Context: an optimization exercise on an open-source flow, tuned for small area. The choices shown serve that exercise and are no tape-out recipe. In this exercise RTL edits were held to simulation tests only and were not proved equivalent to the original. The clock port is modelled as an ideal driver; clocking choices that lean on that would not hold on a real chip. No activity file was given, so power comes from the tool's default toggle rates.

north:
Design lsq_subsystem, start of the top module:
module lsq_subsystem #(
    parameter int q_length     = 8,
    parameter int tag_bits     = 6,
    parameter int rob_bits     = 6,
    parameter int fill_latency = 6,
    parameter int bank_lines   = 16
) (
    input  wire                  clk,
    input  wire                  arst_n,
    input  wire                  alloc,
    input  wire  [op_w-1:0]      operation_in,
    input  wire  [addr_w-1:0]    addr_in,
    input  wire  [data_w-1:0]    data_in,
    input  wire  [size_w-1:0]    size_in,
    input  wire  [tag_bits-1:0]  ooo_tag_in,
    input  wire  [rob_bits-1:0]  ooo_rob_in,
    input  wire                  dealloc,
    output logic                 valid_out,
    output logic                 lsq_full,
    output logic [op_w-1:0]      operation_out,
    output logic [addr_w-1:0]    addr_out,
    output logic [data_w-1:0]    data_out,
    output logic [size_w-1:0]    size_out,
    output logic [tag_bits-1:0]  ooo_tag_out,
    output logic [rob_bits-1:0]  ooo_rob_out
);
export LEC_CHECK = 0
export CAP_MARGIN = 20
export CORE_MARGIN = 2
export CORE_UTILIZATION = 40
export PLACE_DENSITY = 0.6
export SLEW_MARGIN = 20
create_clock -name core_clock -period 6.0 [get_ports {clk}]
standard.sh (not shown) runs the stock make flow with config.mk's settings and CLKGATE_MAP_FILE= SYNTH_SCRIPT=/design/flow/synth_recipe.tcl, a recipe that flattens the netlist after the stock synthesis.
==> flow/flow/run.sh <==
#!/bin/bash
# Standard ORFS layout (standard.sh) with these changes:
#  - synthesis is synth_recipe.tcl unchanged except for an area-oriented ABC
#    script (area.abc) for the combinational mapping (abc_synth.tcl)
#  - port buffers use buf_1 (every port still gets its own buffer)
# The whole make output goes to flow_make.log in the work folder; ORFS keeps
# each step's log under orfs/logs.
set -euo pipefail
here=$(cd "$(dirname "${BASH_SOURCE[0]}")" && pwd)
export FLOW_SYNTH_TCL="$PWD/synth_recipe.tcl"
export FLOW_ABC_SCRIPT="$here/area.abc"
export CTS_ARGS="-repair_clock_nets -dont_use_dummy_load -buf_list sky130_fd_sc_hd__clkbuf_4"
export BUFFER_PORTS_ARGS="-buffer_cell sky130_fd_sc_hd__buf_1"
export POST_CTS_TCL="$here/post_cts.tcl"
bash standard.sh finish SYNTH_SCRIPT="$here/abc_synth.tcl" > flow_make.log 2>&1
==> flow/flow/abc_synth.tcl <==
# The standard synthesis (synth_recipe.tcl, sourced unchanged), except that
# the combinational mapping runs the area-oriented ABC script named by
# FLOW_ABC_SCRIPT instead of ORFS's delay-oriented one. Registers are mapped
# by dfflibmap before ABC runs, so they are the standard synthesis's.
proc abc {args} {
  set i [lsearch -exact $args -script]
  if {$i >= 0} { lset args [expr {$i + 1}] $::env(FLOW_ABC_SCRIPT) }
  yosys abc {*}$args
}
source $::env(FLOW_SYNTH_TCL)
==> flow/flow/area.abc <==
strash
ifraig
scorr
dc2
strash
dch -f
amap -m -F 4 -A 4
topo
==> flow/flow/post_cts.tcl <==
set clk_up {sky130_fd_sc_hd__clkbuf_1 sky130_fd_sc_hd__clkbuf_2 sky130_fd_sc_hd__clkbuf_4 sky130_fd_sc_hd__clkbuf_8 sky130_fd_sc_hd__clkbuf_16}
set slew_target 0.110
for {set iter 0} {$iter < 6} {incr iter} {
  estimate_parasitics -placement
  set drivers {}
  foreach p [get_pins -hierarchical */CLK] {
    if {[get_property $p slew_max] > $slew_target} {
      set net [get_nets -of_objects $p]
      foreach d [get_pins -of_objects $net -filter "direction == output"] {
        dict set drivers [get_full_name [get_cells -of_objects $d]] 1
      }
    }
  }
  set n 0
  foreach inst [dict keys $drivers] {
    set c [get_cells $inst]
    set ref [get_property $c ref_name]
    set i [lsearch $clk_up $ref]
    if {$i >= 0 && $i < [llength $clk_up] - 1} {
      replace_cell $c [lindex $clk_up [expr {$i + 1}]]
      incr n
    }
  }
  puts "post_cts: iteration $iter upsized $n clock buffers"
  if {$n == 0} { break }
  detailed_placement
}
estimate_parasitics -placement
check_placement -verbose
north | status: complete | timing, DRC, antenna: pass
The following lists how south was set up differently from north:
# north
export LEC_CHECK = 0
export CAP_MARGIN = 20
export CORE_MARGIN = 2
export CORE_UTILIZATION = 40
export PLACE_DENSITY = 0.6
export SLEW_MARGIN = 20
create_clock -name core_clock -period 6.0 [get_ports {clk}]
# south
export LEC_CHECK = 0
export CAP_MARGIN = 20
export CORE_MARGIN = 2
export CORE_UTILIZATION = 60
export PLACE_DENSITY = 0.75
export SLEW_MARGIN = 20
create_clock -name core_clock -period 6.0 [get_ports {clk}]
diff --git a/flow/flow/post_cts.tcl b/flow/flow/post_cts.tcl
--- a/flow/flow/post_cts.tcl
+++ b/flow/flow/post_cts.tcl
@@ -1,3 +1,3 @@
 set clk_up {sky130_fd_sc_hd__clkbuf_1 sky130_fd_sc_hd__clkbuf_2 sky130_fd_sc_hd__clkbuf_4 sky130_fd_sc_hd__clkbuf_8 sky130_fd_sc_hd__clkbuf_16}
-set slew_target 0.110
+set slew_target 0.115
 for {set iter 0} {$iter < 6} {incr iter} {
Results
Measured against north, the total met3 wirelength after detailed routing of south comes out at 1.19 times the reference value.
Relative to north, the non-clock buffer count measured on south has decreased by a few percent.
Looking at width of the die, south sits 18% lower than north does.
| critical-path maximum fanout | higher: north |
Looking at wire length of the first global-routing pass across north and south, the one that comes out lower is south.
dfxtp_1 as the slowest cell on the critical path was reported by south, and clkinv_1 by north.
north reports its startpoint of the most critical setup path as u_qnm.rd_ptr[2] while south reports u_lsq.st_slot[6][0].
Lower fraction of cell area in non-clock buffers was reported by south, not north.
Between north and south, sequential share of layout area is higher for south, north comes in under that.
Compared with north, in south fmax up 1.9 MHz; share of the clock period used by the worst path down 1.0 points; routed wire length down 3.8%.

* * *

Another version of the RTL of lsq_subsystem (not shown whole).
For scale: roughly 3000 cells after synthesis, about 170 I/O pins, about 62000 um^2 of cells after synthesis.
==> flow/config.mk <==
export PLATFORM = sky130hd
export DESIGN_NAME = lsq_subsystem
export DESIGN_NICKNAME = lsq_subsystem
export VERILOG_FILES = /design/flow/design.v
export SDC_FILE = /design/flow/constraint.sdc
export NUM_CORES = 4
export LEC_CHECK = 0
export CAP_MARGIN = 20
export CORE_MARGIN = 2
export CORE_UTILIZATION = 40
export CTS_BUF_LIST = sky130_fd_sc_hd__clkbuf_4
export PLACE_DENSITY = 0.6
export SLEW_MARGIN = 20
==> flow/constraint.sdc <==
create_clock -name core_clock -period 6.0 [get_ports {clk}]
set_input_delay 1.2000 -clock core_clock [delete_from_list [all_inputs] [get_ports {clk}]]
set_output_delay 1.2000 -clock core_clock [all_outputs]
set_load 0.01 [all_outputs]
run.sh (not shown) runs the stock make flow with config.mk's settings and CLKGATE_MAP_FILE= SYNTH_SCRIPT=/design/flow/synth_recipe.tcl, a recipe that flattens the netlist after the stock synthesis.
Stock flow here: none of the scripts above is used.
Edit:
CTS_BUF_LIST = sky130_fd_sc_hd__clkbuf_8   (was sky130_fd_sc_hd__clkbuf_4)
CTS_CLUSTER_SIZE = 30   (was default)
What happened: Power fell by 1.3%. Design area fell by 0.46%. Clock skew fell by 0.033 ns. Synthesized cell count is unchanged. Final cell count fell by 4.1%. Flip-flop and latch count does not change.
Edit:
CTS_BUF_LIST = default   (was sky130_fd_sc_hd__clkbuf_8)
CTS_CLUSTER_SIZE = default   (was 30)
Outcome:
- final cell count goes down by 2.6%
- hold slack gets worse by 0.019 ns
- first-iteration DRC count goes up by 6.9%

[what the ideal ports hide]
How much do the figures lean on ideal ports? The routed layouts below were timed once more, with nothing changed but the port constraints. Step 1 assumes that a clkbuf_16 drives the clock port and a buf_2 every other input. Step 2 adds t to the input delays and takes it off the output delays; t is the mean of the earliest and latest rising clock arrival at the registers after step 1. Input paths then give back, and output paths get back, about the clock's delay inside the block. Slacks: ideal / step 1 / step 2; pairs: ideal / step 1.
| run | t, ns | setup slack, ns | worst hold slack (ns) |
|---|---|---|---|
| north | 1.198 | 0.260 / 0.189 / -0.517 | 0.217 / 0.170 / 0.352 |
| south | 1.131 | 0.321 / 0.296 / -0.372 | 0.241 / 0.208 / 0.319 |
| the first run of note 2 | 1.350 | 0.672 / 0.602 / 0.854 | 0.300 / 0.300 / 0.300 |
| the second run of note 2 | 1.024 | 1.017 / 0.935 / 0.875 | 0.341 / 0.330 / 0.341 |
| the third run of note 2 | 0.868 | 1.031 / 1.031 / 0.917 | 0.322 / 0.322 / 0.322 |
With both steps, setup timing fails in north and south, where it was met with ideal ports. For north, which loses most, drivers alone change the setup slack by -0.071 ns; drivers and shift together by -0.777 ns.
